This design comes from an exercise in tuning for small area, a short achievable clock period and few clock cycles per item on the open sky130 flow, not from production work. Only simulation tests tie the RTL to the original design; equivalence was not proved.

**design/flow/design.v**
```verilog
module hilo_muldiv_unit #(
  parameter int WIDTH      = 32,
  parameter int MUL_STAGES = 2
) (
  input  logic               clk,
  input  logic               rst,
  input  logic               start,
  input  logic [2:0]         op,
  input  logic [WIDTH-1:0]   a,
  input  logic [WIDTH-1:0]   b,
  input  logic               flush,
  output logic               busy,
  output logic               done,
  output logic               div_by_zero,
  output logic [WIDTH-1:0]   hi,
  output logic [WIDTH-1:0]   lo
);
  localparam logic [2:0] OP_MULT  = 3'd1;
  localparam logic [2:0] OP_MULTU = 3'd2;
  localparam logic [2:0] OP_DIV   = 3'd3;
  localparam logic [2:0] OP_DIVU  = 3'd4;
  localparam logic [2:0] OP_MTHI  = 3'd5;
  localparam logic [2:0] OP_MTLO  = 3'd6;
  typedef enum logic [3:0] {
    S_IDLE = 4'd0,
    S_MUL  = 4'd1,    
    S_MCOR = 4'd2,    
    S_DNA  = 4'd4,    
    S_NORM = 4'd6,    
    S_DIT  = 4'd7,    
    S_NQ   = 4'd8,    
    S_NR   = 4'd9     
  } state_t;
  state_t       state_q, state_d;
  logic         busy_q, busy_d;
  logic         done_q, done_d;
  logic         dz_q, dz_d;
  logic [31:0]  hi_q, lo_q;
  logic         hi_en, lo_en;
  logic [31:0]  hi_d, lo_d;
  logic [5:0]   cnt_q, cnt_d;
  logic         sgn_q, qneg_q, rneg_q;
  logic         qneg_d, rneg_d, sgn_d;
  logic [31:0]  x_q, x_d;      
  logic [32:0]  ph_q, ph_d;    
  logic [31:0]  pl_q, pl_d;    
  logic         pb_q, pb_d;    
  assign busy        = busy_q;
  assign done        = done_q;
  assign div_by_zero = dz_q;
  assign hi          = hi_q;
  assign lo          = lo_q;
  logic        gate_a;
  logic        ext;
  logic [2:0]  dg [4];          
  logic [14:0] ctl_q, ctl_d;
  logic        ga_n, ext_n, nb0_n, nb0;
  logic        xm1_q, xm1_d;    
  logic [2:0]  dn [4];
  logic [40:0] av, xs, nb;
  logic [40:0] pp [4];
  logic [40:0] t1, c1, t2, c2, t3, c3, t4, c4;
  logic [41:0] sum_w;
  logic [40:0] s;
  always_comb begin
    av = gate_a ? 41'd0 : {{8{ph_q[32]}}, ph_q};
    xs = {{9{ext}}, x_q};
    nb = 41'd0;
    for (int i = 0; i < 4; i++) begin
      pp[i] = ((({41{dg[i][0]}} & xs) | ({41{dg[i][1]}} & {xs[39:0], 1'b0}))
               ^ {41{dg[i][2]}}) << (2 * i);
      nb[2 * i] = dg[i][2];
    end
    nb[0] = nb0;
    t1 = av ^ pp[0] ^ pp[1];
    c1 = ((av & pp[0]) | (av & pp[1]) | (pp[0] & pp[1])) << 1;
    t2 = pp[2] ^ pp[3] ^ nb;
    c2 = ((pp[2] & pp[3]) | (pp[2] & nb) | (pp[3] & nb)) << 1;
    t3 = t1 ^ c1 ^ t2;
    c3 = ((t1 & c1) | (t1 & t2) | (c1 & t2)) << 1;
    t4 = t3 ^ c3 ^ c2;
    c4 = ((t3 & c3) | (t3 & c2) | (c3 & c2)) << 1;
    sum_w = {t4, 1'b1} + {c4, 1'b0};
    s  = sum_w[41:1];
  end
  function automatic logic [5:0] clz32(input logic [31:0] v);
    logic [5:0] n;
    n = 6'd32;
    for (int i = 0; i < 32; i++) begin
      if (v[i]) n = 6'd31 - i[5:0];
    end
    clz32 = n;
  endfunction
  logic [5:0]  zx, zp;
  logic [5:0]  sh_amt;
  logic        x_zero;
  logic        a_lt_b;
  logic [31:0] x_norm;
  logic        ge;
  logic        op_valid, accept, is_mul, is_div, op_sgn;
  always_comb begin
    zx     = clz32(x_q);
    if (zx[5]) zx = 6'd31;    
    zp     = clz32(ph_q[31:0]);
    x_zero = (x_q == 32'd0) && !xm1_q;
    sh_amt = (zx > zp) ? (zx - zp) : 6'd0;
    a_lt_b = (zx < zp);    
    x_norm = ({x_q, {32{xm1_q}}} << sh_amt[4:0]) >> 32;
    ge     = ~s[40];
  end
  always_comb begin
    op_valid = (op != 3'd0) && (op != 3'd7);
    accept   = start && !busy_q && !flush && op_valid;
    is_mul   = (op == OP_MULT) || (op == OP_MULTU);
    is_div   = (op == OP_DIV) || (op == OP_DIVU);
    op_sgn   = (op == OP_MULT) || (op == OP_DIV);
  end
  function automatic logic [2:0] booth(input logic b2, input logic b1, input logic b0);
    logic o, w, n;
    o = b1 ^ b0;
    w = (b2 & ~b1 & ~b0) | (~b2 & b1 & b0);
    n = b2;
    booth = {n, w, o};
  endfunction
  always_comb begin
    state_d = state_q;
    busy_d  = busy_q;
    done_d  = 1'b0;
    dz_d    = 1'b0;
    cnt_d   = cnt_q;
    qneg_d  = qneg_q;
    rneg_d  = rneg_q;
    hi_en   = 1'b0;
    lo_en   = 1'b0;
    hi_d    = ph_d[31:0];
    lo_d    = pl_d;
    x_d     = x_q;
    ph_d    = ph_q;
    pl_d    = pl_q;
    pb_d    = pb_q;
    xm1_d   = xm1_q;
    {nb0, gate_a, ext, dg[0], dg[1], dg[2], dg[3]} = ctl_q;
    unique case (state_q)
      S_IDLE: begin
        x_d   = b ^ {32{(op == OP_DIV) & b[31]}};
        xm1_d = (op == OP_DIV) & b[31];
        ph_d  = {1'b0, a ^ {32{(op == OP_DIV) & a[31]}}};
        pl_d = a;
        pb_d = 1'b0;
        cnt_d = 6'd3;
        if (accept) begin
          if (op == OP_MTHI) begin
            hi_d   = a;
            hi_en  = 1'b1;
            done_d = 1'b1;
          end else if (op == OP_MTLO) begin
            lo_d   = a;
            lo_en  = 1'b1;
            done_d = 1'b1;
          end else if (is_mul) begin
            state_d = S_MUL;
            busy_d  = 1'b1;
          end else if (op == OP_DIV && a[31]) begin
            state_d = S_DNA;
            busy_d  = 1'b1;
          end else begin
            state_d = S_NORM;
            busy_d  = 1'b1;
          end
        end
      end
      S_MUL: begin
        ph_d  = s[40:8];
        pl_d  = {s[7:0], pl_q[31:8]};
        pb_d  = pl_q[7];
        cnt_d = cnt_q - 6'd1;
        if (cnt_q == 6'd0) begin
          if (sgn_q || !pl_q[7]) begin
            hi_en   = 1'b1;
            lo_en   = 1'b1;
            done_d  = 1'b1;
            state_d = S_IDLE;
            busy_d  = 1'b0;
          end else begin
            state_d = S_MCOR;
          end
        end
      end
      S_MCOR: begin
        ph_d    = s[32:0];
        hi_en   = 1'b1;
        lo_en   = 1'b1;
        done_d  = 1'b1;
        state_d = S_IDLE;
        busy_d  = 1'b0;
      end
      S_DNA: begin
        ph_d    = s[32:0];
        state_d = S_NORM;
      end
      S_NORM: begin
        if (x_zero) begin
          done_d  = 1'b1;
          dz_d    = 1'b1;
          state_d = S_IDLE;
          busy_d  = 1'b0;
        end else if (a_lt_b) begin
          pl_d = 32'd0;
          if (rneg_q) begin
            x_d     = ph_q[31:0];
            state_d = S_NR;
          end else begin
            hi_en   = 1'b1;
            lo_en   = 1'b1;
            done_d  = 1'b1;
            state_d = S_IDLE;
            busy_d  = 1'b0;
          end
        end else begin
          x_d     = x_norm;
          cnt_d   = sh_amt;
          pl_d    = 32'd0;
          state_d = S_DIT;
        end
      end
      S_DIT: begin
        ph_d  = ge ? s[32:0] : ph_q;
        pl_d  = {pl_q[30:0], ge};
        x_d   = {1'b0, x_q[31:1]};
        cnt_d = cnt_q - 6'd1;
        if (cnt_q == 6'd0) begin
          if (qneg_q || rneg_q) begin
            x_d     = pl_d;
            state_d = S_NQ;
          end else begin
            hi_en   = 1'b1;
            lo_en   = 1'b1;
            done_d  = 1'b1;
            state_d = S_IDLE;
            busy_d  = 1'b0;
          end
        end
      end
      S_NQ: begin
        pl_d    = s[31:0];
        x_d     = ph_q[31:0];
        state_d = S_NR;
      end
      S_NR: begin
        ph_d    = s[32:0];
        hi_en   = 1'b1;
        lo_en   = 1'b1;
        done_d  = 1'b1;
        state_d = S_IDLE;
        busy_d  = 1'b0;
      end
      default: begin
        state_d = S_IDLE;
        busy_d  = 1'b0;
      end
    endcase
    sgn_d = (state_q == S_IDLE) ? op_sgn : sgn_q;
    if (state_q == S_IDLE) begin
      qneg_d = (op == OP_DIV) && (a[31] ^ b[31]);
      rneg_d = (op == OP_DIV) && a[31];
    end
    if (busy_q && flush) begin
      state_d = S_IDLE;
      busy_d  = 1'b0;
      hi_en   = 1'b0;
      lo_en   = 1'b0;
      done_d  = 1'b0;
      dz_d    = 1'b0;
    end
    ga_n  = 1'b0;
    ext_n = 1'b0;
    nb0_n = 1'b0;
    for (int i = 0; i < 4; i++) dn[i] = 3'b000;
    unique case (state_d)
      S_MUL: begin
        ga_n  = (state_q == S_IDLE);
        ext_n = sgn_d & ((state_q == S_IDLE) ? b[31] : x_q[31]);
        dn[0] = booth(pl_d[1], pl_d[0], pb_d);
        dn[1] = booth(pl_d[3], pl_d[2], pl_d[1]);
        dn[2] = booth(pl_d[5], pl_d[4], pl_d[3]);
        dn[3] = booth(pl_d[7], pl_d[6], pl_d[5]);
        nb0_n = dn[0][2];
      end
      S_MCOR: dn[0] = 3'b001;
      S_DNA:  nb0_n = 1'b1;
      S_DIT: begin
        dn[0] = 3'b101;
        nb0_n = ~xm1_d;
      end
      S_NQ: begin
        ga_n  = 1'b1;
        dn[0] = {qneg_d, 2'b01};
        nb0_n = qneg_d;
      end
      S_NR: begin
        ga_n  = 1'b1;
        dn[0] = {rneg_d, 2'b01};
        nb0_n = rneg_d;
      end
      default: ;
    endcase
    ctl_d = {nb0_n, ga_n, ext_n, dn[0], dn[1], dn[2], dn[3]};
  end
  always_ff @(posedge clk or posedge rst) begin
    if (rst) begin
      state_q <= S_IDLE;
      ctl_q   <= 15'd0;
      busy_q  <= 1'b0;
      done_q  <= 1'b0;
      dz_q    <= 1'b0;
      hi_q    <= 32'd0;
      lo_q    <= 32'd0;
    end else begin
      state_q <= state_d;
      ctl_q   <= ctl_d;
      busy_q  <= busy_d;
      done_q  <= done_d;
      dz_q    <= dz_d;
      if (hi_en) hi_q <= hi_d;
      if (lo_en) lo_q <= lo_d;
    end
  end
  always_ff @(posedge clk) begin
    x_q    <= x_d;
    ph_q   <= ph_d;
    pl_q   <= pl_d;
    pb_q   <= pb_d;
    xm1_q  <= xm1_d;
    cnt_q  <= cnt_d;
    qneg_q <= qneg_d;
    rneg_q <= rneg_d;
    sgn_q  <= sgn_d;
  end
endmodule
```
**design/flow/flow/run.sh**
```bash
#!/bin/bash
# Standard ORFS layout, asking repair_timing for extra setup slack so that
# the achieved period is optimised rather than just the 12.5 ns target, and
# buffering the ports with the smallest plain buffer.
set -euo pipefail
bash standard.sh SETUP_SLACK_MARGIN=8.0 \
  "BUFFER_PORTS_ARGS=-buffer_cell sky130_fd_sc_hd__buf_1" \
  finish > standard_flow.log 2>&1
```
**design/flow/standard.sh**
```bash
#!/bin/bash
# synth_recipe.tcl (not shown) runs the flow's synth.tcl, then flattens the netlist and writes it again
# the make line also repeats each setting of config.mk as NAME=value (left out here)
make -C /OpenROAD-flow-scripts/flow DESIGN_CONFIG=/design/flow/config.mk WORK_HOME=/design/flow/orfs CLKGATE_MAP_FILE= SYNTH_SCRIPT=/design/flow/synth_recipe.tcl "${@:-finish}"
```
**design/flow/config.mk**
```make
export PLATFORM = sky130hd
export DESIGN_NAME = hilo_muldiv_unit
export DESIGN_NICKNAME = hilo_muldiv_unit
export VERILOG_FILES = /design/flow/design.v
export SDC_FILE = /design/flow/constraint.sdc
export NUM_CORES = 4
export LEC_CHECK = 0
export CAP_MARGIN = 20
export CORE_MARGIN = 2
export CORE_UTILIZATION = 55
export SLEW_MARGIN = 20
export TNS_END_PERCENT = 0
```
**design/flow/constraint.sdc**
```tcl
create_clock -name core_clock -period 12.5 [get_ports {clk}]
set_input_delay 2.5000 -clock core_clock [delete_from_list [all_inputs] [get_ports {clk}]]
set_output_delay 2.5000 -clock core_clock [all_outputs]
set_load 0.01 [all_outputs]
```
==> flow_metrics.env, run 1 <==
export IMPL_run_status="timing/DRC/antenna clean"
export IMPL_gr_usage_all_layers_pct=46.2
export IMPL_grt_first_pass_wirelength_microns=132000
export IMPL_critical_path_max_stage_delay_ps=610
export IMPL_crit_chain="buf_12, nor2_1, o31ai_4, a211oi_2, o31ai_2, a211oi_1, o31ai_1, a211oi_2, o31a_1, o21a_1, fa_2, and2b_1, o21a_1, o21ai_4, a211oi_4, buf_4, buf_16, mux4_2, mux2i_1, mux2i_2, o221ai_2, nand2_1"
export IMPL_postSynth_asyncResetShare_pct=44.3
export IMPL_postSynthCellCount=2359
export IMPL_main_combinational_cell_family_by_area_after_synthesis="compound AO/OA/AOI/OAI gates"
export IMPL_pins_over_their_slew_limit=0
export IMPL_synth_edf_count=39
export IMPL_max_slew_margin_pct=25.4
export IMPL_drive_gt1_share_pct=20.2
export IMPL_grt_remaining_overflow=0
export IMPL_globalplace_congestion=1.01
export IMPL_route_detailed_wl_per_inst_microns=30.3
export IMPL_rsz0062_at_grt="yes"
export IMPL_clock_sinks=194
export IMPL_kind_of_start_point_of_the_critical_path="register"
export IMPL_commonest_cells_after_routing_fill_and_taps_aside="nand2_1 (240), buf_4 (167), xnor2_1 (151)"
export IMPL_flow_area_growth_from_synthesis_pct=19.0
export IMPL_path_clk_slew_ps=90
export IMPL_final_setup_tns_ps=0
export IMPL_htree_levels=4
export IMPL_yosys_area_share_xor_xnor_pct=8.93
export IMPL_first_global_vias=20100
export IMPL_placement_rows=71
export IMPL_cts_root_to_sink_buffers=2
export IMPL_critical_path_s_top_delay_family="compound AO/OA/AOI/OAI gates"
export IMPL_synth_compound_area_share_pct=24.3
export IMPL_ys_warnings_count=4
export IMPL_vias_cell=7.15
export IMPL_timing_final_crit_period_ps=5620
export IMPL_setup_ws_ps=6880
export IMPL_mostFrequentLayoutCell="nand2_1"
export IMPL_grt_max_degree=70
export IMPL_timing_critical_path_required_ps=12710
export IMPL_hp_class="register to register"
export IMPL_period_share_pct=45.0
export IMPL_yosys_register_bits=194
export IMPL_synth_fa_ha_area_share_pct=15.6
export IMPL_number_of_buffers_inserted_during_clock_tree_synthesis=17
export IMPL_worstSetupPathType="register to register"
export IMPL_antenna_found_initial=4
export IMPL_clock_tree_from_tritoncts="built"
export IMPL_insertion_delay_ps=480
export IMPL_dp_hpwl_microns=64400
export IMPL_max_slew_worst_pin_slew_ps=1110
export IMPL_drc_markers=0
export IMPL_die_width_microns=198
export IMPL_fp_dieArea_sq_mm=0.0392
export IMPL_post_synth_and_or_nand_nor_area_fraction_pct=13.2
export IMPL_post_synth_cell_area_avg_sq_um=8.77
export IMPL_place_ws_ps=6030
export IMPL_core_area_sq_mm=0.0373
export IMPL_routed_via_count=21500
export IMPL_drt_iter0_markers=3404
export IMPL_yosys_cell_types_count=91
export IMPL_netlist_area_sq_mm=0.0207
export IMPL_drt_wl_total_microns=91100
export IMPL_critPathCaptureType="register"
export IMPL_yosys_most_used_dff="dfrtp_1"
export IMPL_pre_antenna_drt_iters=11
export IMPL_io_buffer_count=137
export IMPL_root_buffer="clkbuf_16"
export IMPL_floorplan_io_pins=138
export IMPL_final_skew_ps=20.7
export IMPL_maxCapViolations=0
export IMPL_num_fill_cells=3081
export IMPL_num_nets_final=2787
export IMPL_setup_viol_count_final=0
export IMPL_synth_seq_area_share_pct=22.7
export IMPL_cp_buffers_inverters=3
export IMPL_finalHoldViolations=0
export IMPL_synth_mux_area_share_pct=9.28
export IMPL_fmax_ghz=0.178
export IMPL_start_util_pct=55.4
export IMPL_floorplan_die_height_microns=198
export IMPL_timing_critical_path_fanout_max=6
export IMPL_syn_nets=2624
export IMPL_worst_ep_arrival_time_ps=5840
export IMPL_worst_path_max_delay_cell="edfxtp_1"
export IMPL_ant_nets=0
export IMPL_postCtsHoldBufs=0
Yosys cell counts, types with 42 or more instances:
cell type	n	area (sq um)
mux2_2	71	800
nor2_1	110	413
dfrtp_1	86	2150
o21ai_0	112	561
a22oi_1	139	1040
mux2i_1	68	681
xnor2_1	160	1400
inv_1	117	439
fa_1	107	2140
nand2b_1	42	263
dfxtp_1	69	1380
nand2_1	240	901
xor2_1	51	447
ha_1	87	1090
a21oi_1	107	536
clkbuf_1	155	582
path summary, 6_finish.rpt:
kind | depth (start not counted) | slack (ps) | startpoint | endpoint
min in group asynchronous | 2 | 1950 | rst | hi_q[24]
min | 2 | 480 | sgn_q | sgn_q
max in group asynchronous | 3 | 9220 | rst | ctl_q[13]
min reg2reg | 2 | 480 | sgn_q | sgn_q
max | 22 | 6880 | x_q[5] | x_q[27]
max reg2reg | 22 | 6880 | x_q[5] | x_q[27]
flip-flops by register name, indices dropped and copies added (netlist names):
signal   flops
ph_q        33
hi_q        32
lo_q        32
pl_q        32
x_q         32
ctl_q       15
cnt_q        6
state_q      4
busy_q       1
done_q       1
dz_q         1
pb_q         1
qneg_q       1
rneg_q       1
sgn_q        1
xm1_q        1
through the flow:
stage | hold WS (ps) | instance area, sq um | instances | utilization, %
3_5_place_dp | 460 | 21500 | 2824 | 57.8
2_1_floorplan | 436 | 21000 | 2359 | -
5_1_grt | 511 | 24600 | 3009 | 66.0
6_report | 476 | 24600 | 3012 | 66.0
3_3_place_gp | 447 | 21500 | 2824 | 57.7
4_1_cts | 474 | 24100 | 2988 | 64.7
worst reg2reg max path, stage by stage, from the launching register on:
cell and delay, ps:
edfxtp_1 610, buf_12 170, nor2_1 70, o31ai_4 70, a211oi_2 130, o31ai_2 250, a211oi_1 110, o31ai_1 300
a211oi_2 120, o31a_1 380, o21a_1 210, fa_2 340, and2b_1 220, o21a_1 240, o21ai_4 140, a211oi_4 400
buf_4 200, buf_16 130, mux4_2 570, mux2i_1 200, mux2i_2 150, o221ai_2 270, nand2_1 100
cell families (layout without fill, tap and decap cells):
family | after synthesis | after routing
AOI/OAI and AO/OA | 703 | 703
and+or+nand+nor | 584 | 584
buffers and inverters | 313 | 487
xor gates and xnor gates | 211 | 211
adders and majority gates | 194 | 194
DFF | 194 | 194
muxes | 160 | 162
other | 0 | 3
repair_timing:
item	4_1_cts	5_1_grt
resized for setup	159	75
setup buffers	126	21
gates cloned	6	0
setup endpoints to repair	224	222
pin swaps	34	31
area by class of cell:
| type | instances | area, sq um | share of cell area, % |
|---|---|---|---|
| well taps | 474 | 593 | 2.41 |
| multi-input cells | 1854 | 15800 | 64.2 |
| diodes | 3 | 7.51 | 0.0305 |
| repair inverters | 1 | 8.76 | 0.0356 |
| clock buffers | 18 | 439 | 1.78 |
| inverters | 118 | 474 | 1.93 |
| clock inverters | 14 | 181 | 0.737 |
| repair buffers | 336 | 2380 | 9.68 |
| flip-flops and latches | 194 | 4720 | 19.2 |
routing by layer:
metal	up-vias	GRT usage [%]	part of all wire, %
met4	2	26.5	7.0
met2	1677	66.0	41
met5	-	0.255	0.049
li1	9007	-	-
met1	10400	61.4	37
met3	397	14.6	14
Testbench counts, summed over its fixed seeds: cycles 22,445, items 4,800.
==> inputs of run 2 (changes only) <==
==> design/flow/flow/run.sh (replaced) <==
#!/bin/bash
# Standard ORFS layout, asking repair_timing for extra setup slack so that
# the achieved period is optimised rather than just the 12.5 ns target.
set -euo pipefail
bash standard.sh SETUP_SLACK_MARGIN=8.0 finish > standard_flow.log 2>&1
==> flow_metrics.env, run 2 <==
export IMPL_largest_register="ph_q"
export IMPL_cp_common_cell="fa_1"
export IMPL_maxCapViolations=0
export IMPL_synth_edf_count=39
export IMPL_grt_remaining_overflow=0
export IMPL_setup_viol_count_final=0
export IMPL_finalHoldViolations=0
export IMPL_io_buffer_count=137
export IMPL_vias_cell=7.28
export IMPL_core_area_sq_mm=0.0373
export IMPL_post_synth_most_frequent_cells="nand2_1 (240), xnor2_1 (160), clkbuf_1 (155)"
export IMPL_critical_path_max_stage_delay_ps=890
export IMPL_floorplan_io_pins=138
export IMPL_final_setup_tns_ps=0
export IMPL_fmax_ghz=0.179
export IMPL_ys_warnings_count=4
export IMPL_ant_nets=0
export IMPL_globalplace_congestion=1.02
export IMPL_commonest_cells_after_routing_fill_and_taps_aside="nand2_1 (240), xnor2_1 (153), buf_4 (148)"
export IMPL_max_slew_worst_pin_slew_ps=1080
export IMPL_drive_gt1_share_pct=17.6
export IMPL_grt_max_degree=71
export IMPL_crit_chain="nand2b_1, fa_1, inv_2, fa_1, fa_1, ha_4, nand2_4, or3_4, a2111o_1, and2_4, a21o_4, mux2_4, a221o_1, a21o_1, mux2_4"
export IMPL_main_combinational_cell_family_by_area_after_synthesis="compound AO/OA/AOI/OAI gates"
export IMPL_placement_rows=71
export IMPL_root_buffer="clkbuf_16"
export IMPL_largest_reg_flops=33
export IMPL_flow_area_growth_from_synthesis_pct=19.8
export IMPL_route_detailed_wl_per_inst_microns=30.9
export IMPL_drt_wl_total_microns=92200
export IMPL_postSynth_asyncResetShare_pct=44.3
export IMPL_yosys_cell_types_count=91
export IMPL_worst_hold_slack_across_all_endpoints_ps=472
export IMPL_number_of_buffers_inserted_during_clock_tree_synthesis=17
export IMPL_hp_class="register to register"
export IMPL_run_status="timing/DRC/antenna clean"
export IMPL_insertion_delay_ps=470
export IMPL_post_synth_and_or_nand_nor_area_fraction_pct=13.2
export IMPL_synth_compound_area_share_pct=24.3
export IMPL_antenna_found_initial=7
export IMPL_start_util_pct=55.4
export IMPL_worstSetupPathType="register to register"
export IMPL_netlist_area_leader_share_pct=10.4
export IMPL_fp_dieArea_sq_mm=0.0392
export IMPL_worst_path_max_delay_cell="dfxtp_1"
export IMPL_num_nets_final=2756
export IMPL_critPathCaptureType="register"
export IMPL_synth_seq_area_share_pct=22.7
export IMPL_rsz0062_at_grt="yes"
export IMPL_timing_critical_path_fanout_max=9
export IMPL_yosys_area_share_xor_xnor_pct=8.93
export IMPL_path_clk_slew_ps=90
export IMPL_postSynthCellCount=2359
export IMPL_post_synth_cell_area_avg_sq_um=8.77
export IMPL_first_global_vias=20400
export IMPL_worst_ep_arrival_time_ps=5960
export IMPL_routed_via_count=21700
export IMPL_clock_sinks=194
export IMPL_die_width_microns=198
export IMPL_netlist_area_sq_mm=0.0207
export IMPL_critical_path_s_top_delay_family="adder cells"
export IMPL_mostFrequentLayoutCell="nand2_1"
export IMPL_dp_hpwl_microns=64500
export IMPL_synth_mux_area_share_pct=9.28
export IMPL_timing_final_crit_period_ps=5600
export IMPL_syn_nets=2624
export IMPL_yosys_register_bits=194
export IMPL_grt_first_pass_wirelength_microns=134000
export IMPL_synth_fa_ha_area_share_pct=15.6
export IMPL_timing_critical_path_required_ps=12860
export IMPL_cp_buffers_inverters=1
export IMPL_max_slew_margin_pct=27.6
export IMPL_floorplan_die_height_microns=198
export IMPL_yosys_cell_count_top_type="nand2_1"
export IMPL_final_skew_ps=14.3
export IMPL_drc_markers=0
export IMPL_netlist_top_cells_area="dfrtp_1 (10%), fa_1 (10%), xnor2_1 (6.8%)"
export IMPL_period_share_pct=44.8
export IMPL_yosys_most_used_dff="dfrtp_1"
export IMPL_pre_antenna_drt_iters=10
export IMPL_clock_tree_from_tritoncts="built"
export IMPL_htree_levels=4
export IMPL_yosys_area_top_type="dfrtp_1"
export IMPL_pins_over_their_slew_limit=0
export IMPL_cts_root_to_sink_buffers=2
export IMPL_drt_iter0_markers=3442
export IMPL_gr_usage_all_layers_pct=46.8
export IMPL_kind_of_start_point_of_the_critical_path="register"
-- run 2: final cells by class --
class | count | area [sq um]
diodes | 4 | 10.0
repair inverters | 1 | 8.76
repair buffers | 305 | 2820
clock buffers | 17 | 425
multi-input cells | 1854 | 15500
inverters | 118 | 474
clock inverters | 15 | 215
fillers | 3072 | 12500
well taps | 474 | 593
flip-flops and latches | 194 | 4720
-- run 2: repair_timing --
item | in CTS | in global routing
hold buffers | 0 | 0
gates cloned | 3 | 0
setup endpoints to repair | 224 | 221
hold endpoints to repair | 0 | 0
resized for setup | 98 | 58
buffers inserted | 107 | 15
pin swaps | 17 | 19
-- run 2: worst paths after layout --
path,startpoint,endpoint,slack (ps),depth (start not counted)
max,ph_q[30],hi_q[17],6900,15
min,sgn_q,sgn_q,470,2
max reg2reg,ph_q[30],hi_q[17],6900,15
min reg2reg,sgn_q,sgn_q,470,2
max in group asynchronous,rst,ctl_q[5],8870,3
min in group asynchronous,rst,hi_q[8],2280,2
-- run 2: worst register-to-register path: stages, from the launching register on --
cell      delay, ps
dfxtp_1         890
nand2b_1        210
fa_1            560
inv_2            40
fa_1            470
fa_1            530
ha_4            320
nand2_4          70
or3_4           370
a2111o_1        480
and2_4          180
a21o_4          230
mux2_4          380
a221o_1         330
a21o_1          190
mux2_4          260
-- run 2: layer usage --
metal	up-vias	wire, microns	global-route usage (%)
met2	1942	37200	66.0
met4	8	7140	28.3
li1	8953	-	-
met1	10300	33800	62.1
met3	476	14000	15.4
met5	-	59	0
-- run 2: stage by stage --
step | setup WS [ps] | cells | cell area [sq um] | util, %
2_1_floorplan | 7440 | 2359 | 21000 | -
3_3_place_gp | 5770 | 2821 | 22400 | 60.0
3_5_place_dp | 6070 | 2821 | 22400 | 60.0
4_1_cts | 7080 | 2963 | 24400 | 65.4
5_1_grt | 6860 | 2978 | 24800 | 66.4
6_report | 6900 | 2982 | 24800 | 66.4
-- run 2: logic make-up after synthesis --
kind of cell	count (synthesis)
adder cells (fa/ha/maj)	194
AND/OR/NAND/NOR	584
buffers and inverters	313
flip-flops	194
XOR/XNOR	211
multiplexers	160
AO/OA/AOI/OAI	703
==> inputs of run 3 (changes only) <==
--- a/design/flow/config.mk
+++ b/design/flow/config.mk
@@ -7,6 +7,6 @@
 export LEC_CHECK = 0
 export CAP_MARGIN = 20
 export CORE_MARGIN = 2
-export CORE_UTILIZATION = 55
+export CORE_UTILIZATION = 65
 export SLEW_MARGIN = 20
 export TNS_END_PERCENT = 0
==> flow_metrics.env, run 3 <==
export IMPL_syn_nets=2624
export IMPL_rsz0062_at_grt="yes"
export IMPL_io_buffer_count=137
export IMPL_fmax_ghz=0.174
export IMPL_placedCellCount=2745
export IMPL_dp_hpwl_microns=63200
export IMPL_grt_remaining_overflow=0
export IMPL_pins_over_their_slew_limit=0
export IMPL_cp_common_cell="fa_1"
export IMPL_yosys_area_top_type="dfrtp_1"
export IMPL_path_clk_slew_ps=80
export IMPL_core_area_sq_mm=0.0315
export IMPL_drt_wl_total_microns=93900
export IMPL_netlist_area_leader_share_pct=10.4
export IMPL_grt_max_degree=58
export IMPL_post_synth_most_frequent_cells="nand2_1 (240), xnor2_1 (160), clkbuf_1 (155)"
export IMPL_vias_cell=7.74
export IMPL_crit_chain="nand2b_1, fa_1, inv_1, fa_1, fa_1, ha_4, o21ai_0, o211a_1, a2111o_1, and2_4, a21o_4, buf_4, mux2i_1, buf_4, o21ai_0, nand3_1, mux2_2"
export IMPL_final_setup_tns_ps=0
export IMPL_placement_rows=65
export IMPL_final_skew_ps=21.7
export IMPL_num_nets_final=2767
export IMPL_worst_path_max_delay_cell="dfxtp_1"
export IMPL_htree_levels=4
export IMPL_commonest_cells_after_routing_fill_and_taps_aside="nand2_1 (240), buf_4 (159), xnor2_1 (153)"
export IMPL_setup_ws_ps=6740
export IMPL_final_cell_count_no_fill=2931
export IMPL_postSynthCellCount=2359
export IMPL_floorplan_io_pins=138
export IMPL_postLayoutCellArea_sq_mm=0.0247
export IMPL_flow_area_growth_from_synthesis_pct=19.5
export IMPL_max_slew_margin_pct=22.3
export IMPL_worstSetupPathType="register to register"
export IMPL_fp_dieArea_sq_mm=0.0333
export IMPL_timing_critical_path_required_ps=12850
export IMPL_largest_reg_flops=33
export IMPL_globalplace_congestion=1.05
export IMPL_clock_sinks=194
export IMPL_postCtsHoldBufs=0
export IMPL_worst_ep_arrival_time_ps=6110
export IMPL_post_synth_cell_area_avg_sq_um=8.77
export IMPL_gr_usage_all_layers_pct=55.1
export IMPL_grt_first_pass_wirelength_microns=136000
export IMPL_r2r_setup_slack_ps=6740
export IMPL_first_global_vias=21700
export IMPL_netlist_top_cells_area="dfrtp_1 (10%), fa_1 (10%), xnor2_1 (6.8%)"
export IMPL_clock_tree_from_tritoncts="built"
export IMPL_drive_gt1_share_pct=17.2
export IMPL_pre_antenna_drt_iters=14
export IMPL_floorplan_die_height_microns=182
export IMPL_die_width_microns=182
export IMPL_max_slew_worst_pin_slew_ps=1160
export IMPL_critPathCaptureType="register"
export IMPL_place_ws_ps=5870
export IMPL_root_buffer="clkbuf_16"
export IMPL_period_share_pct=46.1
export IMPL_route_detailed_wl_per_inst_microns=32.0
export IMPL_placed_area_sq_mm=0.0223
export IMPL_yosys_most_used_dff="dfrtp_1"
export IMPL_netlist_area_sq_mm=0.0207
export IMPL_yosys_cell_count_top_type="nand2_1"
export IMPL_timing_final_crit_period_ps=5760
export IMPL_routed_via_count=22700
export IMPL_mostFrequentLayoutCell="nand2_1"
export IMPL_ys_warnings_count=4
export IMPL_ant_nets=0
export IMPL_number_of_buffers_inserted_during_clock_tree_synthesis=17
export IMPL_yosys_cell_types_count=91
export IMPL_synth_edf_count=39
export IMPL_timing_critical_path_fanout_max=15
export IMPL_postSynth_asyncResetShare_pct=44.3
export IMPL_drc_markers=0
export IMPL_setup_viol_count_final=0
export IMPL_cts_root_to_sink_buffers=2
export IMPL_critical_path_max_stage_delay_ps=930
export IMPL_synth_seq_area_share_pct=22.7
export IMPL_drt_iter0_markers=5130
export IMPL_start_util_pct=65.7
export IMPL_insertion_delay_ps=470
export IMPL_kind_of_start_point_of_the_critical_path="register"
export IMPL_maxCapViolations=0
export IMPL_critical_path_s_top_delay_family="adder cells"
export IMPL_finalHoldViolations=0
export IMPL_cp_buffers_inverters=3
export IMPL_yosys_register_bits=194
export IMPL_antenna_found_initial=6
export IMPL_hp_class="register to register"
export IMPL_run_status="timing/DRC/antenna clean"
export IMPL_largest_register="ph_q"
==> run 3: cell counts after synthesis <==
Identical to the previous run, type by type.
==> run 3: layout make-up <==
| class | instances | area [sq um] |
|---|---|---|
| Tap cell | 402 | 503 |
| Clock buffer | 19 | 454 |
| Inverter | 118 | 474 |
| Multi-Input combinational cell | 1854 | 15400 |
| Antenna cell | 14 | 35.0 |
| Fill cell | 2078 | 6760 |
| Clock inverter | 13 | 156 |
| Sequential cell | 194 | 4720 |
| Timing Repair inverter | 1 | 8.76 |
| Timing Repair Buffer | 316 | 2960 |
==> run 3: per-stage QoR <==
stage	hold slack [ps]	util (%)
floorplan	436	-
global placement	449	70.7
detailed placement	473	70.7
CTS	486	77.4
global route	509	78.4
finish	494	78.5
==> run 3: worst register-to-register path, stage by stage (launching register included) <==
cell and delay (ps):
dfxtp_1 930, nand2b_1 230, fa_1 530, inv_1 50
fa_1 510, fa_1 460, ha_4 390, o21ai_0 150
o211a_1 280, a2111o_1 450, and2_4 180, a21o_4 240
buf_4 150, mux2i_1 110, buf_4 210, o21ai_0 230
nand3_1 220, mux2_2 330
==> run 3: per-layer routing <==
metal / global-route usage [%] / wire length, microns / up-vias
li1: - / - / 8983
met1: 68.1 / 31000 / 10500
met2: 77.1 / 37000 / 2438
met3: 22.9 / 16400 / 739
met4: 40.2 / 9550 / 2
met5: 1.93 / 31 / -
==> run 3: worst paths after layout <==
path / from / to / depth (start not counted)
max in group asynchronous: rst / lo_q[18] / 3
max reg2reg: ph_q[26] / hi_q[25] / 17
min reg2reg: sgn_q / sgn_q / 2
min: sgn_q / sgn_q / 2
min in group asynchronous: rst / hi_q[15] / 2
max: ph_q[26] / hi_q[25] / 17
==> run 3: timing repair <==
item                       4_1_cts  5_1_grt
setup endpoints to repair      223      220
gates cloned                     4        1
pin swaps                       10        6
resized for setup               90       43
setup buffers                  123       12
==> run 3: kinds of logic (layout without fill, tap and decap cells) <==
logic type,Yosys count,after routing,synth area share (%)
other,0,14,0
buffers and inverters,313,467,5.93
AOI/OAI and AO/OA,703,703,24.3
adders and majority gates,194,194,15.6
xor gates and xnor gates,211,211,8.93
muxes,160,162,9.28
and+or+nand+nor,584,584,13.2
DFF,194,194,22.7
==> inputs of run 4 (changes only) <==
==> design/flow/flow/run.sh (replaced) <==
#!/bin/bash
# Standard ORFS layout, asking repair_timing for extra setup slack so that
# the achieved period is optimised rather than just the 12.5 ns target.
set -euo pipefail
bash standard.sh SETUP_SLACK_MARGIN=7.0 finish > standard_flow.log 2>&1
--- a/design/flow/config.mk
+++ b/design/flow/config.mk
@@ -7,6 +7,6 @@
 export LEC_CHECK = 0
 export CAP_MARGIN = 20
 export CORE_MARGIN = 2
-export CORE_UTILIZATION = 65
+export CORE_UTILIZATION = 55
 export SLEW_MARGIN = 20
 export TNS_END_PERCENT = 0
==> flow_metrics.env, run 4 <==
export IMPL_yosys_cell_count_top_type="nand2_1"
export IMPL_hp_class="register to register"
export IMPL_worstSetupPathType="register to register"
export IMPL_first_global_vias=20400
export IMPL_grtUsageMet3_pct=14.5
export IMPL_clock_sinks=194
export IMPL_globalplace_congestion=1.03
export IMPL_root_buffer="clkbuf_16"
export IMPL_yosys_register_bits=194
export IMPL_route_detailed_wl_per_inst_microns=31.3
export IMPL_cp_buffers_inverters=2
export IMPL_insertion_delay_ps=480
export IMPL_timing_final_crit_period_ps=5900
export IMPL_post_synth_most_frequent_cells="nand2_1 (240), xnor2_1 (160), clkbuf_1 (155)"
export IMPL_rr_startpoint="ctl_q[6]"
export IMPL_final_skew_ps=17.2
export IMPL_pre_antenna_drt_iters=12
export IMPL_place_ws_ps=5830
export IMPL_crit_chain="buf_8, a22oi_1, xnor2_1, fa_1, inv_1, fa_1, fa_1, ha_1, and3_1, nand2_1, a211o_1, a21bo_2, a21o_4, mux2_4, a221oi_1, o21ai_1, mux2_2"
export IMPL_largest_register="ph_q"
export IMPL_flow_area_growth_from_synthesis_pct=16.5
export IMPL_ys_warnings_count=4
export IMPL_pins_over_their_slew_limit=0
export IMPL_critical_path_max_stage_delay_ps=620
export IMPL_worst_path_max_delay_cell="dfrtp_4"
export IMPL_drc_markers=0
export IMPL_post_synth_cell_area_avg_sq_um=8.77
export IMPL_grt_max_degree=73
export IMPL_grt_remaining_overflow=0
export IMPL_netlist_area_leader_share_pct=10.4
export IMPL_rsz0062_at_grt="yes"
export IMPL_netlist_area_sq_mm=0.0207
export IMPL_drt_wl_total_microns=92600
export IMPL_drive_gt1_share_pct=13.6
export IMPL_reg2reg_depth=17
export IMPL_start_util_pct=55.4
export IMPL_vias_cell=7.25
export IMPL_cts_root_to_sink_buffers=2
export IMPL_globalRoute_busiestLayer="met2"
export IMPL_postCtsHoldBufs=0
export IMPL_finalHoldViolations=0
export IMPL_floorplan_die_height_microns=198
export IMPL_maxCapViolations=0
export IMPL_r2r_setup_slack_ps=6600
export IMPL_timing_critical_path_required_ps=12860
export IMPL_synth_edf_count=39
export IMPL_placement_rows=71
export IMPL_period_share_pct=47.2
export IMPL_mostFrequentLayoutCell="nand2_1"
export IMPL_core_area_sq_mm=0.0373
export IMPL_yosys_cell_types_count=91
export IMPL_whs_endpoint="sgn_q"
export IMPL_postSynth_asyncResetShare_pct=44.3
export IMPL_kind_of_start_point_of_the_critical_path="register"
export IMPL_number_of_buffers_inserted_during_clock_tree_synthesis=17
export IMPL_io_buffer_count=137
export IMPL_path_clk_slew_ps=90
export IMPL_setup_ws_ps=6600
export IMPL_routed_via_count=21500
export IMPL_fp_dieArea_sq_mm=0.0392
export IMPL_timing_critical_path_fanout_max=18
export IMPL_gr_usage_all_layers_pct=47.4
export IMPL_largest_reg_flops=33
export IMPL_yosys_most_used_dff="dfrtp_1"
export IMPL_critPathCaptureType="register"
export IMPL_drt_iter0_markers=3622
export IMPL_setup_worst_path_start="ctl_q[6]"
export IMPL_timing_rr_end="hi_q[26]"
export IMPL_clock_tree_from_tritoncts="built"
export IMPL_holdPathStages=2
export IMPL_floorplan_io_pins=138
export IMPL_met2_usage_pct=65.9
export IMPL_fmax_ghz=0.169
export IMPL_critical_path_s_top_delay_family="adder cells"
export IMPL_netlist_top_cells_area="dfrtp_1 (10%), fa_1 (10%), xnor2_1 (6.8%)"
export IMPL_num_nets_final=2732
export IMPL_grt_first_pass_wirelength_microns=136000
export IMPL_setup_viol_count_final=0
export IMPL_antenna_found_initial=3
export IMPL_die_width_microns=198
export IMPL_run_status="timing/DRC/antenna clean"
export IMPL_dp_hpwl_microns=64800
export IMPL_postSynthCellCount=2359
export IMPL_worst_ep_arrival_time_ps=6270
export IMPL_cp_common_cell="fa_1"
export IMPL_ant_nets=0
export IMPL_grt_use_met1_pct=64.9
export IMPL_final_setup_tns_ps=0
export IMPL_max_slew_margin_pct=25.8
export IMPL_syn_nets=2624
export IMPL_synth_seq_area_share_pct=22.7
export IMPL_yosys_area_top_type="dfrtp_1"
export IMPL_htree_levels=4
export IMPL_hold_path_startpoint="sgn_q"
export IMPL_commonest_cells_after_routing_fill_and_taps_aside="nand2_1 (240), xnor2_1 (160), a22oi_1 (138)"
export IMPL_max_slew_worst_pin_slew_ps=1110
==> run 4: cell counts after synthesis <==
Identical to the previous run, type by type.
==> run 4: kinds of logic (layout without fill, tap and decap cells) <==
kind of cell / after synthesis / in the layout / share of synthesized area [%]
compound gates: 703 / 703 / 24.3
xor+xnor: 211 / 211 / 8.93
fa+ha+maj: 194 / 194 / 15.6
buf+inv: 313 / 433 / 5.93
flops: 194 / 194 / 22.7
mux: 160 / 161 / 9.28
other cells: 0 / 7 / 0
simple gates: 584 / 584 / 13.2
==> run 4: routing by layer <==
metal | wire length, microns | vias up | part of all wire [%]
met5 | 77 | - | 0.083
met4 | 6870 | 2 | 7.4
met3 | 14300 | 436 | 15
met2 | 37000 | 1893 | 40
met1 | 34400 | 10300 | 37
li1 | - | 8891 | -
==> run 4: final cells by class <==
type / count / area, sq um
Antenna cell: 7 / 17.5
Clock buffer: 17 / 425
Tap cell: 474 / 593
Timing Repair inverter: 1 / 8.76
Clock inverter: 15 / 229
Timing Repair Buffer: 282 / 2630
Inverter: 118 / 474
Multi-Input combinational cell: 1853 / 15000
Sequential cell: 194 / 4730
Fill cell: 3170 / 13200
==> run 4: worst reg2reg max path, cell delays in order, from the launching register on <==
cell and delay (ps):
dfrtp_4 620, buf_8 220, a22oi_1 270, xnor2_1 130
fa_1 540, inv_1 50, fa_1 520, fa_1 440
ha_1 450, and3_1 300, nand2_1 80, a211o_1 350
a21bo_2 260, a21o_4 270, mux2_4 390, a221oi_1 420
o21ai_1 180, mux2_2 320
==> run 4: repair_timing <==
item,CTS,global route
setup buffers,97,2
pin swaps,3,1
resized for setup,59,5
gates cloned,3,0
setup endpoints to repair,158,142
==> run 4: worst max-delay path by stage <==
stage,end,slack [ps],cells past startpoint
floorplan,hi_q[17],7060,18
global placement,hi_q[12],5750,15
detailed placement,hi_q[28],5830,16
CTS,hi_q[17],6860,20
global route,lo_q[31],6500,19
finish,hi_q[26],6600,17
==> run 4: per-stage QoR <==
stage / hold slack [ps] / instances / util, % / area, sq um
6_report: 477 / 2961 / 64.6 / 24100
5_1_grt: 490 / 2954 / 64.5 / 24100
4_1_cts: 473 / 2952 / 64.4 / 24000
3_5_place_dp: 459 / 2820 / 59.7 / 22300
3_3_place_gp: 452 / 2820 / 59.7 / 22300
2_1_floorplan: 436 / 2359 / - / 20700
==> inputs of run 5 (changes only) <==
==> design/flow/flow/run.sh (replaced) <==
#!/bin/bash
# Standard ORFS layout, asking repair_timing for extra setup slack so that
# the achieved period is optimised rather than just the 12.5 ns target.
set -euo pipefail
bash standard.sh SETUP_SLACK_MARGIN=9.5 finish > standard_flow.log 2>&1
==> flow_metrics.env, run 5 <==
export IMPL_timing_critical_path_required_ps=12860
export IMPL_core_area_sq_mm=0.0373
export IMPL_htree_levels=4
export IMPL_ys_warnings_count=4
export IMPL_pre_antenna_drt_iters=10
export IMPL_antenna_found_initial=7
export IMPL_largest_register="ph_q"
export IMPL_globalplace_congestion=1.02
export IMPL_grt_first_pass_wirelength_microns=134000
export IMPL_num_nets_final=2756
export IMPL_finalHoldViolations=0
export IMPL_insertion_delay_ps=470
export IMPL_synth_edf_count=39
export IMPL_period_share_pct=44.8
export IMPL_first_global_vias=20400
export IMPL_post_synth_cell_area_avg_sq_um=8.77
export IMPL_floorplan_die_height_microns=198
export IMPL_rsz0062_at_grt="yes"
export IMPL_timing_rr_end="hi_q[17]"
export IMPL_flow_area_growth_from_synthesis_pct=19.8
export IMPL_die_width_microns=198
export IMPL_path_clk_slew_ps=90
export IMPL_postSynthCellCount=2359
export IMPL_vias_cell=7.28
export IMPL_ant_nets=0
export IMPL_netlist_top_cells_area="dfrtp_1 (10%), fa_1 (10%), xnor2_1 (6.8%)"
export IMPL_grt_remaining_overflow=0
export IMPL_drive_gt1_share_pct=17.6
export IMPL_io_buffer_count=137
export IMPL_kind_of_start_point_of_the_critical_path="register"
export IMPL_gr_usage_all_layers_pct=46.8
export IMPL_timing_final_crit_period_ps=5600
export IMPL_postCtsHoldBufs=0
export IMPL_syn_nets=2624
export IMPL_netlist_area_sq_mm=0.0207
export IMPL_fp_dieArea_sq_mm=0.0392
export IMPL_r2r_setup_slack_ps=6900
export IMPL_maxCapViolations=0
export IMPL_postLayoutCellArea_sq_mm=0.0248
export IMPL_final_skew_ps=14.3
export IMPL_clock_tree_from_tritoncts="built"
export IMPL_yosys_register_bits=194
export IMPL_floorplan_io_pins=138
export IMPL_cts_root_to_sink_buffers=2
export IMPL_start_util_pct=55.4
export IMPL_num_fill_cells=3072
export IMPL_yosys_most_used_dff="dfrtp_1"
export IMPL_timing_critical_path_fanout_max=9
export IMPL_number_of_buffers_inserted_during_clock_tree_synthesis=17
export IMPL_largest_reg_flops=33
export IMPL_worstSetupPathType="register to register"
export IMPL_reg2reg_depth=15
export IMPL_max_slew_margin_pct=27.6
export IMPL_placement_rows=71
export IMPL_grt_max_degree=71
export IMPL_run_status="timing/DRC/antenna clean"
export IMPL_critPathCaptureType="register"
export IMPL_pins_over_their_slew_limit=0
export IMPL_drt_iter0_markers=3442
export IMPL_yosys_cell_count_top_type="nand2_1"
export IMPL_worst_ep_arrival_time_ps=5960
export IMPL_drc_markers=0
export IMPL_hp_class="register to register"
export IMPL_rr_startpoint="ph_q[30]"
export IMPL_max_slew_worst_pin_slew_ps=1080
export IMPL_root_buffer="clkbuf_16"
export IMPL_commonest_cells_after_routing_fill_and_taps_aside="nand2_1 (240), xnor2_1 (153), buf_4 (148)"
export IMPL_yosys_cell_types_count=91
export IMPL_setup_viol_count_final=0
export IMPL_final_setup_tns_ps=0
export IMPL_setup_worst_path_start="ph_q[30]"
export IMPL_clock_sinks=194
export IMPL_synth_seq_area_share_pct=22.7
export IMPL_fmax_ghz=0.179
export IMPL_yosys_area_top_type="dfrtp_1"
export IMPL_placed_area_sq_mm=0.0224
export IMPL_routed_via_count=21700
export IMPL_postSynth_asyncResetShare_pct=44.3
export IMPL_timing_critical_path_to="hi_q[17]"
export IMPL_post_synth_most_frequent_cells="nand2_1 (240), xnor2_1 (160), clkbuf_1 (155)"
export IMPL_mostFrequentLayoutCell="nand2_1"
export IMPL_route_detailed_wl_per_inst_microns=30.9
export IMPL_dp_hpwl_microns=64500
export IMPL_netlist_area_leader_share_pct=10.4
export IMPL_drt_wl_total_microns=92200
-- run 5: final cells by class --
class	count	area, sq um	area share, %
Clock inverter	15	215	0.868
Antenna cell	4	10.0	0.0404
Inverter	118	474	1.91
Sequential cell	194	4720	19.1
Clock buffer	17	425	1.72
Multi-Input combinational cell	1854	15500	62.6
Tap cell	474	593	2.39
Timing Repair Buffer	305	2820	11.4
Timing Repair inverter	1	8.76	0.0353
-- run 5: how the worst min path moves through the flow --
stage | start | to | slack, ps | cells past startpoint
2_1_floorplan | sgn_q | sgn_q | 440 | 2
6_report | sgn_q | sgn_q | 470 | 2
3_5_place_dp | sgn_q | sgn_q | 460 | 2
5_1_grt | hi_q[13] | hi_q[13] | 510 | 2
4_1_cts | sgn_q | sgn_q | 470 | 2
3_3_place_gp | sgn_q | sgn_q | 450 | 2
-- run 5: timing repair --
item / CTS / global route
cloned: 3 / 0
setup endpoints to repair: 368 / 368
resized for setup: 98 / 58
pin swaps: 17 / 19
buffers inserted: 107 / 15
-- run 5: cells by family after synthesis --
family | Yosys count | share of synthesized area, %
multiplexers | 160 | 9.28
AO/OA/AOI/OAI | 703 | 24.3
adder cells (fa/ha/maj) | 194 | 15.6
AND/OR/NAND/NOR | 584 | 13.2
XOR/XNOR | 211 | 8.93
buffers and inverters | 313 | 5.93
flip-flops | 194 | 22.7
-- run 5: per-stage QoR --
| stage | hold slack [ps] | cells | util (%) | setup WS [ps] |
|---|---|---|---|---|
| detailed placement | 456 | 2821 | 60.0 | 6070 |
| finish | 472 | 2982 | 66.4 | 6900 |
| floorplan | 436 | 2359 | - | 7440 |
| CTS | 471 | 2963 | 65.4 | 7080 |
| global route | 506 | 2978 | 66.4 | 6860 |
| global placement | 447 | 2821 | 60.0 | 5770 |
-- run 5: layer usage --
metal / share of wire [%] / GRT usage (%) / vias to the layer above / wire length (microns)
met1: 37 / 62.1 / 10300 / 33800
met2: 40 / 66.0 / 1942 / 37200
met5: 0.064 / 0 / - / 59
met4: 7.8 / 28.3 / 8 / 7140
li1: - / - / 8953 / -
met3: 15 / 15.4 / 476 / 14000
-- run 5: worst max-delay path, cell delays in order, from the launching register on --
cell	delay, ps
dfxtp_1	890
nand2b_1	200
fa_1	560
inv_2	40
fa_1	470
fa_1	530
ha_4	320
nand2_4	70
or3_4	370
a2111o_1	480
and2_4	180
a21o_4	230
mux2_4	380
a221o_1	330
a21o_1	190
mux2_4	260
==> inputs of run 6 (changes only) <==
==> design/flow/run.sh (new file) <==
#!/bin/bash
# synth_recipe.tcl (not shown) runs the flow's synth.tcl, then flattens the netlist and writes it again
# the make line also repeats each setting of config.mk as NAME=value (left out here)
make -C /OpenROAD-flow-scripts/flow DESIGN_CONFIG=/design/flow/config.mk WORK_HOME=/design/flow/orfs CLKGATE_MAP_FILE= SYNTH_SCRIPT=/design/flow/synth_recipe.tcl finish
--- a/design/flow/config.mk
+++ b/design/flow/config.mk
@@ -8,5 +8,6 @@
 export CAP_MARGIN = 20
 export CORE_MARGIN = 2
 export CORE_UTILIZATION = 55
+export SETUP_SLACK_MARGIN = 5
 export SLEW_MARGIN = 20
 export TNS_END_PERCENT = 0
removed: design/flow/flow/run.sh
removed: design/flow/standard.sh
==> flow_metrics.env, run 6 <==
export IMPL_run_status="timing/DRC/antenna clean"
export IMPL_syn_nets=2624
export IMPL_critical_path_max_stage_delay_ps=1030
export IMPL_drc_markers=0
export IMPL_core_area_sq_mm=0.0373
export IMPL_gr_usage_all_layers_pct=44.8
export IMPL_rsz0062_at_grt="no"
export IMPL_pins_over_their_slew_limit=0
export IMPL_route_detailed_wl_per_inst_microns=30.6
export IMPL_globalplace_congestion=1.02
export IMPL_holdPathStages=2
export IMPL_setup_ws_ps=5720
export IMPL_drt_iter0_markers=3364
export IMPL_setup_viol_count_final=0
export IMPL_antenna_found_initial=5
export IMPL_netlist_top_cells_area="dfrtp_1 (10%), fa_1 (10%), xnor2_1 (6.8%)"
export IMPL_htree_levels=4
export IMPL_postSynthCellCount=2359
export IMPL_path_clk_slew_ps=90
export IMPL_insertion_delay_ps=470
export IMPL_multi_input_comb_area_sq_mm=0.0148
export IMPL_worst_ep_arrival_time_ps=7130
export IMPL_place_ws_ps=5900
export IMPL_post_cts_setup_buffers=0
export IMPL_ys_warnings_count=4
export IMPL_clock_sinks=194
export IMPL_start_util_pct=55.4
export IMPL_vias_cell=7.28
export IMPL_maxCapViolations=0
export IMPL_drive_gt1_share_pct=8.87
export IMPL_floorplan_die_height_microns=198
export IMPL_yosys_most_used_dff="dfrtp_1"
export IMPL_kind_of_start_point_of_the_critical_path="register"
export IMPL_timing_critical_path_fanout_max=16
export IMPL_largest_reg_flops=33
export IMPL_worst_path_max_delay_cell="edfxtp_1"
export IMPL_first_global_vias=19200
export IMPL_yosys_area_top_type="dfrtp_1"
export IMPL_finalHoldViolations=0
export IMPL_placed_area_sq_mm=0.0223
export IMPL_pre_antenna_drt_iters=8
export IMPL_commonest_cells_after_routing_fill_and_taps_aside="nand2_1 (240), xnor2_1 (160), a22oi_1 (138)"
export IMPL_critPathCaptureType="register"
export IMPL_postSynth_asyncResetShare_pct=44.3
export IMPL_routed_via_count=20800
export IMPL_timing_critical_path_required_ps=12850
export IMPL_io_buffer_count=137
export IMPL_flow_area_growth_from_synthesis_pct=10.7
export IMPL_num_fill_cells=3264
export IMPL_drt_wl_total_microns=87300
export IMPL_reg2reg_depth=15
export IMPL_postLayoutCellArea_sq_mm=0.0229
export IMPL_ant_nets=0
export IMPL_timing_final_crit_period_ps=6780
export IMPL_yosys_cell_count_top_type="nand2_1"
export IMPL_synth_edf_count=39
export IMPL_num_nets_final=2630
export IMPL_root_buffer="clkbuf_16"
export IMPL_clock_tree_from_tritoncts="built"
export IMPL_grt_first_pass_wirelength_microns=128000
export IMPL_dp_hpwl_microns=64500
export IMPL_max_slew_worst_pin_slew_ps=1170
export IMPL_netlist_area_sq_mm=0.0207
export IMPL_netlist_area_leader_share_pct=10.4
export IMPL_floorplan_io_pins=138
export IMPL_max_slew_margin_pct=21.4
export IMPL_post_cts_resized_instances=0
export IMPL_area_of_all_sequential_standard_cells_sq_mm=0.00471
export IMPL_worstSetupPathType="register to register"
export IMPL_die_width_microns=198
export IMPL_postCtsHoldBufs=0
export IMPL_placement_rows=71
export IMPL_fp_dieArea_sq_mm=0.0392
export IMPL_final_setup_tns_ps=0
export IMPL_grt_max_degree=68
export IMPL_grt_remaining_overflow=0
export IMPL_hp_class="register to register"
export IMPL_fmax_ghz=0.147
export IMPL_mostFrequentLayoutCell="nand2_1"
export IMPL_yosys_cell_types_count=91
export IMPL_final_skew_ps=22.7
export IMPL_post_synth_cell_area_avg_sq_um=8.77
export IMPL_number_of_buffers_inserted_during_clock_tree_synthesis=17
export IMPL_post_synth_most_frequent_cells="nand2_1 (240), xnor2_1 (160), clkbuf_1 (155)"
export IMPL_largest_register="ph_q"
export IMPL_cts_root_to_sink_buffers=2
export IMPL_cp_common_cell="fa_1"
export IMPL_crit_chain="a22oi_1, xnor2_1, fa_1, inv_1, fa_1, fa_1, ha_1, a21oi_1, o21ai_0, nor4_1, a21o_4, mux2i_2, o221ai_1, a211o_1, mux2_2"
export IMPL_synth_seq_area_share_pct=22.7
export IMPL_period_share_pct=54.2
export IMPL_yosys_register_bits=194
export IMPL_worst_hold_slack_across_all_endpoints_ps=476
run 6: worst max-delay path, delay by kind of cell (launching register included):
family	cells	cell delay, ps
buf+inv	1	50
xor+xnor	1	210
flops	1	1030
compound gates	6	1610
simple gates	1	880
fa+ha+maj	4	1880
mux	2	1000
run 6: final timing paths:
kind | start | end | slack (ps)
max | x_q[19] | hi_q[21] | 5720
min | sgn_q | sgn_q | 480
max reg2reg | x_q[19] | hi_q[21] | 5720
min reg2reg | sgn_q | sgn_q | 480
max in group asynchronous | rst | ctl_q[11] | 8890
min in group asynchronous | rst | hi_q[11] | 2320
run 6: area by class of cell:
type,instances,share of cell area [%]
clock buffers,17,1.86
repair buffers,182,7.46
flip-flops and latches,194,20.6
inverters,118,1.94
diodes,1,0.0109
multi-input cells,1852,64.7
clock inverters,15,0.857
well taps,474,2.59
run 6: logic make-up (layout without fill, tap and decap cells):
family | Yosys count | after routing | share of synthesized area (%)
multiplexers | 160 | 160 | 9.28
flip-flops | 194 | 194 | 22.7
AO/OA/AOI/OAI | 703 | 703 | 24.3
buffers and inverters | 313 | 332 | 5.93
XOR/XNOR | 211 | 211 | 8.93
other | 0 | 1 | 0
AND/OR/NAND/NOR | 584 | 584 | 13.2
adder cells (fa/ha/maj) | 194 | 194 | 15.6
run 6: layer usage:
layer	track usage, %	routed length [microns]	share of wire [%]
met2	62.7	35500	41
met3	13.9	12800	15
met4	21.6	5160	5.9
met1	62.5	33800	39
met5	0	57	0.065
run 6: stage by stage:
stage / util [%] / instances
2_1_floorplan: - / 2359
3_3_place_gp: 59.7 / 2820
3_5_place_dp: 59.7 / 2820
4_1_cts: 61.4 / 2852
5_1_grt: 61.4 / 2852
6_report: 61.4 / 2853

==> what the ideal ports hide <==
How much do the figures lean on ideal ports? The routed layouts below were timed once more, with nothing changed but the port constraints. Step 1 assumes that a clkbuf_16 drives the clock port and a buf_2 every other input. Step 2 times the ports against the registers' clock, not the clock port: input delays grow and output delays shrink by t, the midpoint of the rising clock arrivals with the driver on. Three values: no drivers, after step 1, after step 2; two values: the first two.
run | t (ns) | setup slack, ns | slew at the worst register clock pin (ns) | worst slew at a driven data input, ns
run 1 | 0.530 | 6.878 / 6.878 / 6.878 | 0.09 / 0.09 | 0.05
run 2 | 0.518 | 6.903 / 6.903 / 6.903 | 0.09 / 0.09 | 0.05
run 3 | 0.511 | 6.737 / 6.737 / 6.737 | 0.09 / 0.09 | 0.05
run 4 | 0.526 | 6.599 / 6.599 / 6.599 | 0.10 / 0.10 | 0.05
run 5 | 0.518 | 6.903 / 6.903 / 6.903 | 0.09 / 0.09 | 0.05
run 6 | 0.513 | 5.720 / 5.720 / 5.720 | 0.09 / 0.09 | 0.05
After both steps setup and hold are still met in every run listed.
